From an optimization exercise on the open Yosys and OpenROAD flow, aimed at small area, a short achievable clock period and few clock cycles per item; shortcuts taken in it are not production practice.
The RTL was checked by simulation tests, not by an equivalence proof against the original design.
Power is estimated from default activity; no workload was simulated.

$ cat design/flow/config.mk
export PLATFORM = sky130hd
export DESIGN_NAME = pixel_blend_unit_top
export DESIGN_NICKNAME = pixel_blend_unit_top
export VERILOG_FILES = /design/flow/design.v
export SDC_FILE = /design/flow/constraint.sdc
export NUM_CORES = 4
export LEC_CHECK = 0
export CAP_MARGIN = 20
export CORE_MARGIN = 2
export CORE_UTILIZATION = 40
export SLEW_MARGIN = 20
$ cat design/flow/constraint.sdc
create_clock -name core_clock -period 7.0 [get_ports {clock}]
set_input_delay 1.4000 -clock core_clock [delete_from_list [all_inputs] [get_ports {clock}]]
set_output_delay 1.4000 -clock core_clock [all_outputs]
set_load 0.01 [all_outputs]
$ cat design/flow/design.v
`default_nettype none
package pbu_pkg;
   localparam int unsigned ChanWidth = 8;
   localparam int unsigned ModeWidth = 3;
   localparam int unsigned NumWidth  = 16;
   localparam int unsigned NumChans  = 3;
   localparam logic [ModeWidth-1:0] MODE_MULTIPLY = 3'd0;
   localparam logic [ModeWidth-1:0] MODE_SUBTRACT = 3'd1;
   localparam logic [ModeWidth-1:0] MODE_ADD      = 3'd2;
   localparam logic [ModeWidth-1:0] MODE_SCREEN   = 3'd3;
   localparam logic [ModeWidth-1:0] MODE_OVERLAY  = 3'd4;
   localparam logic [ChanWidth-1:0] CHAN_MAX = 8'd255;
   typedef logic [ChanWidth-1:0] chan_type;
   typedef struct packed {
      logic [NumWidth-1:0] num;
      logic                use_div;
      logic                invert;
      chan_type            direct;
   } mid_type;
endpackage
`default_nettype wire
`default_nettype none
module pbu_prod (
   input  wire logic                             clock,
   input  wire logic [pbu_pkg::ModeWidth-1:0]    mode,
   input  wire pbu_pkg::chan_type                chan_a,
   input  wire pbu_pkg::chan_type                chan_b,
   output pbu_pkg::mid_type                      mid_ff
);
   pbu_pkg::chan_type                op_x;
   pbu_pkg::chan_type                op_y;
   logic [2*pbu_pkg::ChanWidth-1:0]  prod;
   logic [2*pbu_pkg::ChanWidth:0]    prod2;
   logic [pbu_pkg::ChanWidth:0]      sum;
   pbu_pkg::mid_type                 mid_in;
   always_comb begin
      op_x = chan_a;
      op_y = chan_b;
      unique case (mode)
         pbu_pkg::MODE_SCREEN: begin
            op_x = ~chan_a;
            op_y = ~chan_b;
         end
         pbu_pkg::MODE_OVERLAY: begin
            if (chan_b[pbu_pkg::ChanWidth-1]) begin
               op_x = ~chan_a;
               op_y = ~chan_b;
            end
         end
         default: begin
            op_x = chan_a;
            op_y = chan_b;
         end
      endcase
   end
   assign prod  = op_x * op_y;
   assign prod2 = {prod, 1'b0};
   assign sum   = {1'b0, chan_a} + {1'b0, chan_b};
   always_comb begin
      mid_in.num     = '0;
      mid_in.use_div = 1'b0;
      mid_in.invert  = 1'b0;
      mid_in.direct  = '0;
      unique case (mode)
         pbu_pkg::MODE_MULTIPLY: begin
            mid_in.num     = prod + pbu_pkg::NumWidth'(127);
            mid_in.use_div = 1'b1;
         end
         pbu_pkg::MODE_SCREEN: begin
            mid_in.num     = prod + pbu_pkg::NumWidth'(127);
            mid_in.use_div = 1'b1;
            mid_in.invert  = 1'b1;
         end
         pbu_pkg::MODE_OVERLAY: begin
            mid_in.use_div = 1'b1;
            if (chan_b[pbu_pkg::ChanWidth-1]) begin
               mid_in.num    = prod2[pbu_pkg::NumWidth-1:0] + pbu_pkg::NumWidth'(254);
               mid_in.invert = 1'b1;
            end else begin
               mid_in.num = prod2[pbu_pkg::NumWidth-1:0];
            end
         end
         pbu_pkg::MODE_SUBTRACT: begin
            mid_in.direct = (chan_a > chan_b) ? chan_a - chan_b : '0;
         end
         pbu_pkg::MODE_ADD: begin
            mid_in.direct = sum[pbu_pkg::ChanWidth] ? pbu_pkg::CHAN_MAX : sum[pbu_pkg::ChanWidth-1:0];
         end
         default: begin
            mid_in.direct = '0;
         end
      endcase
   end
   always_ff @(posedge clock) begin
      mid_ff <= mid_in;
   end
endmodule
`default_nettype wire
`default_nettype none
module pbu_scale (
   input  wire logic                 clock,
   input  wire pbu_pkg::mid_type     mid,
   output pbu_pkg::chan_type         res_ff
);
   logic [pbu_pkg::NumWidth:0]       num_inc;
   logic [pbu_pkg::NumWidth+8:0]     recip;
   pbu_pkg::chan_type                quot;
   pbu_pkg::chan_type                res_in;
   assign num_inc = {1'b0, mid.num} + (pbu_pkg::NumWidth+1)'(1);
   assign recip   = {num_inc, 8'd0} + {8'd0, num_inc};
   assign quot    = recip[pbu_pkg::NumWidth+pbu_pkg::ChanWidth-1:pbu_pkg::NumWidth];
   always_comb begin
      if (mid.use_div) begin
         res_in = mid.invert ? pbu_pkg::CHAN_MAX - quot : quot;
      end else begin
         res_in = mid.direct;
      end
   end
   always_ff @(posedge clock) begin
      res_ff <= res_in;
   end
endmodule
`default_nettype wire
`default_nettype none
module pixel_blend_unit_top (
   input  wire logic                          clock,
   input  wire logic                          reset,
   input  wire logic                          start,
   output      logic                          busy,
   input  wire logic [7:0]                    req_top_blue,
   input  wire logic [7:0]                    req_top_green,
   input  wire logic [7:0]                    req_top_red,
   input  wire logic [7:0]                    req_bottom_blue,
   input  wire logic [7:0]                    req_bottom_green,
   input  wire logic [7:0]                    req_bottom_red,
   input  wire logic                          csr_wr_en,
   input  wire logic [pbu_pkg::ModeWidth-1:0] csr_wr_data,
   output      logic                          rsp_strobe,
   output      logic [7:0]                    rsp_out_blue,
   output      logic [7:0]                    rsp_out_green,
   output      logic [7:0]                    rsp_out_red
);
   logic [pbu_pkg::ModeWidth-1:0] blend_mode_ff;
   logic [pbu_pkg::ModeWidth-1:0] stage_mode_ff;
   pbu_pkg::chan_type [pbu_pkg::NumChans-1:0]             top_ff;
   pbu_pkg::chan_type [pbu_pkg::NumChans-1:0]             bottom_ff;
   logic [pbu_pkg::NumChans*pbu_pkg::ChanWidth-1:0] res;
   logic                 in_vld_ff;
   logic                 mid_vld_ff;
   logic                 out_vld_ff;
   logic                 accept;
   assign busy   = 1'b0;
   assign accept = start & ~busy;
   always_ff @(posedge clock) begin
      if (reset) begin
         blend_mode_ff <= pbu_pkg::MODE_MULTIPLY;
         in_vld_ff     <= 1'b0;
         mid_vld_ff    <= 1'b0;
         out_vld_ff    <= 1'b0;
      end else begin
         if (csr_wr_en) begin
            blend_mode_ff <= csr_wr_data;
         end
         in_vld_ff  <= accept;
         mid_vld_ff <= in_vld_ff;
         out_vld_ff <= mid_vld_ff;
      end
   end
   always_ff @(posedge clock) begin
      if (accept) begin
         stage_mode_ff <= blend_mode_ff;
         top_ff[0]     <= req_top_blue;
         top_ff[1]     <= req_top_green;
         top_ff[2]     <= req_top_red;
         bottom_ff[0]  <= req_bottom_blue;
         bottom_ff[1]  <= req_bottom_green;
         bottom_ff[2]  <= req_bottom_red;
      end
   end
   for (genvar ch = 0; ch < pbu_pkg::NumChans; ch++) begin : g_lane
      pbu_pkg::mid_type  mid;
      pbu_pkg::chan_type res_l;
      pbu_prod u_prod (
         .clock  (clock),
         .mode   (stage_mode_ff),
         .chan_a (top_ff[ch]),
         .chan_b (bottom_ff[ch]),
         .mid_ff (mid)
      );
      pbu_scale u_scale (
         .clock  (clock),
         .mid    (mid),
         .res_ff (res_l)
      );
      assign res[ch*pbu_pkg::ChanWidth +: pbu_pkg::ChanWidth] = res_l;
   end
   assign rsp_strobe    = out_vld_ff;
   assign rsp_out_blue  = res[7:0];
   assign rsp_out_green = res[15:8];
   assign rsp_out_red   = res[23:16];
endmodule
`default_nettype wire
$ cat design/flow/run.sh
#!/bin/bash
# synth_recipe.tcl (not shown) runs the flow's synth.tcl, then flattens the netlist and writes it again
# the make line also repeats each setting of config.mk as NAME=value (left out here)
make -C /OpenROAD-flow-scripts/flow DESIGN_CONFIG=/design/flow/config.mk WORK_HOME=/design/flow/orfs CLKGATE_MAP_FILE= SYNTH_SCRIPT=/design/flow/synth_recipe.tcl finish
==> summary.txt <==
==> layout make-up <==
class                   count  area [µm²]
clock buffers              21         483
clock inverters            11         126
fillers                  4316       24300
inverters                 236         890
multi-input cells        1678       13200
flip-flops and latches    157        3650
well taps                 592         741
repair buffers            114        1050
==> placed cells by master, fill, tap and decap left out, types with 51 or more instances in the layout <==
cell type / count
nor2_1: 116
dfxtp_1: 106
fa_1: 114
nand3_1: 150
a21oi_1: 134
nand2_1: 153
edfxtp_1: 51
clkdlybuf4s50_1: 78
ha_1: 186
inv_1: 233
o21ai_0: 160
o22ai_1: 55
xor2_1: 85
xnor2_1: 119
==> layer usage <==
metal / wire length (µm) / track usage / vias to the layer above
met2: 22300 / 0.332 / 499
met3: 2730 / 0.0333 / 84
li1: - / - / 7598
met4: 1340 / 0.0799 / 0
met1: 21500 / 0.274 / 7428
met5: 0 / 0 / -
==> worst max-delay path by stage <==
stage | from | to
6_report | stage_mode_ff[1] | g_lane[0].u_prod.mid_ff[24]
5_1_grt | stage_mode_ff[1] | g_lane[2].u_prod.mid_ff[25]
4_1_cts | stage_mode_ff[2] | g_lane[2].u_prod.mid_ff[25]
3_5_place_dp | stage_mode_ff[2] | g_lane[2].u_prod.mid_ff[25]
3_3_place_gp | stage_mode_ff[2] | g_lane[0].u_prod.mid_ff[23]
2_1_floorplan | stage_mode_ff[0] | g_lane[2].u_prod.mid_ff[25]
==> cell families (layout without fill, tap and decap cells) <==
| family | Yosys count | after routing | synth area share |
|---|---|---|---|
| buffers and inverters | 344 | 382 | 0.0734 |
| adder cells (fa/ha/maj) | 300 | 300 | 0.255 |
| AO/OA/AOI/OAI | 521 | 522 | 0.179 |
| flip-flops | 157 | 157 | 0.202 |
| XOR/XNOR | 206 | 206 | 0.0997 |
| multiplexers | 33 | 33 | 0.0197 |
| other | 1 | 1 | 0.000207 |
| AND/OR/NAND/NOR | 616 | 616 | 0.171 |
==> flip-flops by register name (all words and copies together) (netlist names) <==
register	flops
bottom_ff	24
blend_mode_ff	3
in_vld_ff	1
g_lane.u_scale.res_ff	24
g_lane.u_prod.mid_ff	76
stage_mode_ff	3
mid_vld_ff	1
top_ff	24
out_vld_ff	1
==> worst max-delay path, delay by kind of cell, from the launching register on <==
family,cells,cell delay [ps]
XOR/XNOR,1,190
multiplexers,1,340
AND/OR/NAND/NOR,7,1960
adder cells (fa/ha/maj),5,2430
AO/OA/AOI/OAI,3,360
flip-flops,1,450
buffers and inverters,5,670
==> stage by stage <==
| step | std cells | util | setup WS (ps) |
|---|---|---|---|
| after CTS | 2804 | 0.452 | 364 |
| final | 2809 | 0.453 | 434 |
| after floorplan | 2178 | - | 842 |
| after global routing | 2809 | 0.453 | 22.2 |
| after detailed placement | 2772 | 0.438 | 368 |
| after global placement | 2772 | 0.438 | 536 |
==> power breakdown <==
part           internal [mW]  total, mW  switching (mW)
clock                  0.569      0.989           0.420
sequential              1.16       1.37           0.213
combinational           2.88       6.82            3.94
==> what timing repair did <==
item,in CTS,in global routing
resized for setup,0,5
setup endpoints to repair,0,7
setup buffers,0,4
==> flow_metrics.tcl <==
set metrics [dict create \
    synth_top_area_cell "ha_1" \
    finalSetupTns_ps 0 \
    power_density_mw_per_mm2 456 \
    path_max_fanout 10 \
    grt_pass1_vias 14700 \
    syn_area_mm2 0.0181 \
    cts.sinks 157 \
    die_h_um 217 \
    nNetsFinal 2559 \
    first_iter_violations 1338 \
    drv_cap 0 \
    arrival_ps 6880 \
    clk_pin_slew_worst_paths_ps 60 \
    synthArstFlopShare 0 \
    synth_edf_count 51 \
    ys_ff_latch 157 \
    synth_most_common_cell "inv_1" \
    cts-root-buf "clkbuf_16" \
    gp_congestion 0.903 \
    synth_area_leaders "ha_1 13%, fa_1 13%, dfxtp_1 12%, edfxtp_1 8.5%, xnor2_1 5.8%" \
    routedWlPerCell_um 17.0 \
    synth_common_cells "233 x inv_1, 186 x ha_1, 160 x o21ai_0" \
    yosysWarnings 3 \
    fp-row-count 77 \
    cpMaxStageDelayCell "fa_1" \
    relSlewSlack 0.359 \
    synthesis.nets 2533 \
    worst_skew_pair.late_latency_ps 490 \
    cts_buffer_depth 2 \
    timing.rr.end "g_lane[0].u_prod.mid_ff[24]" \
    crit_type "reg -> reg" \
    leakagePower_nw 8.79 \
    wl_um 47800 \
    ios 81 \
    cp.required_ps 7310 \
    antenna_found_initial 0 \
    coreArea_mm2 0.0444 \
    port-buffer-count 79 \
    final_area_mm2 0.0201 \
    antenna_cells 0 \
    post-route-period-util 0.938 \
    cp_slowest_stage_delay_ps 540 \
    hold_class "reg -> reg" \
    ir_drop_mv 0.363 \
    min_period_ps 6570 \
    dr_total_vias 15600 \
    cp-start-kind "register" \
    syn-mean-instance-area_um2 8.31 \
    min_from "in_vld_ff" \
    drive_gt1_frac 0.0704 \
    drtPass1Iterations 5 \
    synthCells 2178 \
    power_mw 9.18 \
    die_w_um 217 \
    synth_top_area_share 0.129 \
    r2r_cells 22 \
    post-dp-hpwl_um 38100 \
    antenna_left 0 \
    cts_buffers 17 \
    setup_viol 0 \
    fmax_ghz 0.152 \
    fin_skew_ps 15.6 \
    grt-ovfl-total 0 \
    synth_seq_area_share 0.202 \
    cts.htree.levels 4 \
    min_path_cells 1 \
    grt_pass1_wl_um 77300 \
    finalHoldViolations 0 \
    cts_tree "done" \
    r2r_start "stage_mode_ff[1]" \
    grt_usage 0.205 \
    hold_end "mid_vld_ff" \
    endpoint_kind "register" \
    cts-hold-fix-buffers 0 \
    vias_per_cell 5.56 \
    r2r_slack_ps 430 \
    cp_common_cell "fa_1" \
    dieArea_mm2 0.0470 \
    synth.distinct_cells 85 \
    path_cells "nor3b_2 > buf_4 > a21oi_4 > clkinv_1 > nand2_1 > mux2_2 > fa_1 > fa_1 > inv_1 > fa_1 > inv_1 > fa_1 > inv_1 > ha_1 > o21ai_0 > or3b_2 > nand3_1 > nand3_1 > nor3_2 > nand3_1 > xor2_1 > o22ai_1" \
    grt_max_degree 55 \
    rsz0062_at_grt "false" \
    timing.hold.ws_ps 453 \
    ys.flop_type "dfxtp_1" \
    start_util 0.407 \
    synthToLayoutAreaGrowth_pct 11.2 \
    status "no timing/DRC/antenna violations" \
    placed_area_mm2 0.0195 \
    tightest_slew_ps 961 \
    report.final.slew_viol_count 0 \
    drc 0 \
]
Testbench counts, summed over its fixed seeds: cycles 16,024, items 16,000.

## re-timing with driven ports
How much do the figures lean on ideal ports? The routed layout below was timed once more, with nothing changed but the port constraints.
Step 1, drivers: a clkbuf_16 drives clock and a buf_2 each remaining input, both assumed.
Step 2, shift: input delay + t, output delay - t, t = (earliest + latest rising clock arrival at the registers) / 2. This alone moves slack from input paths to output paths.
a / b / c = ideal / step 1 / step 2; a / b = the first two.
t (ns): 0.534
setup slack, ns: 0.434 / 0.434 / 0.434
slew at the worst register clock pin (ns): 0.07 / 0.07
After both steps this run still meets setup and hold. The setup slack of this run moves by 0.000 ns with the drivers and by 0.000 ns with both steps.
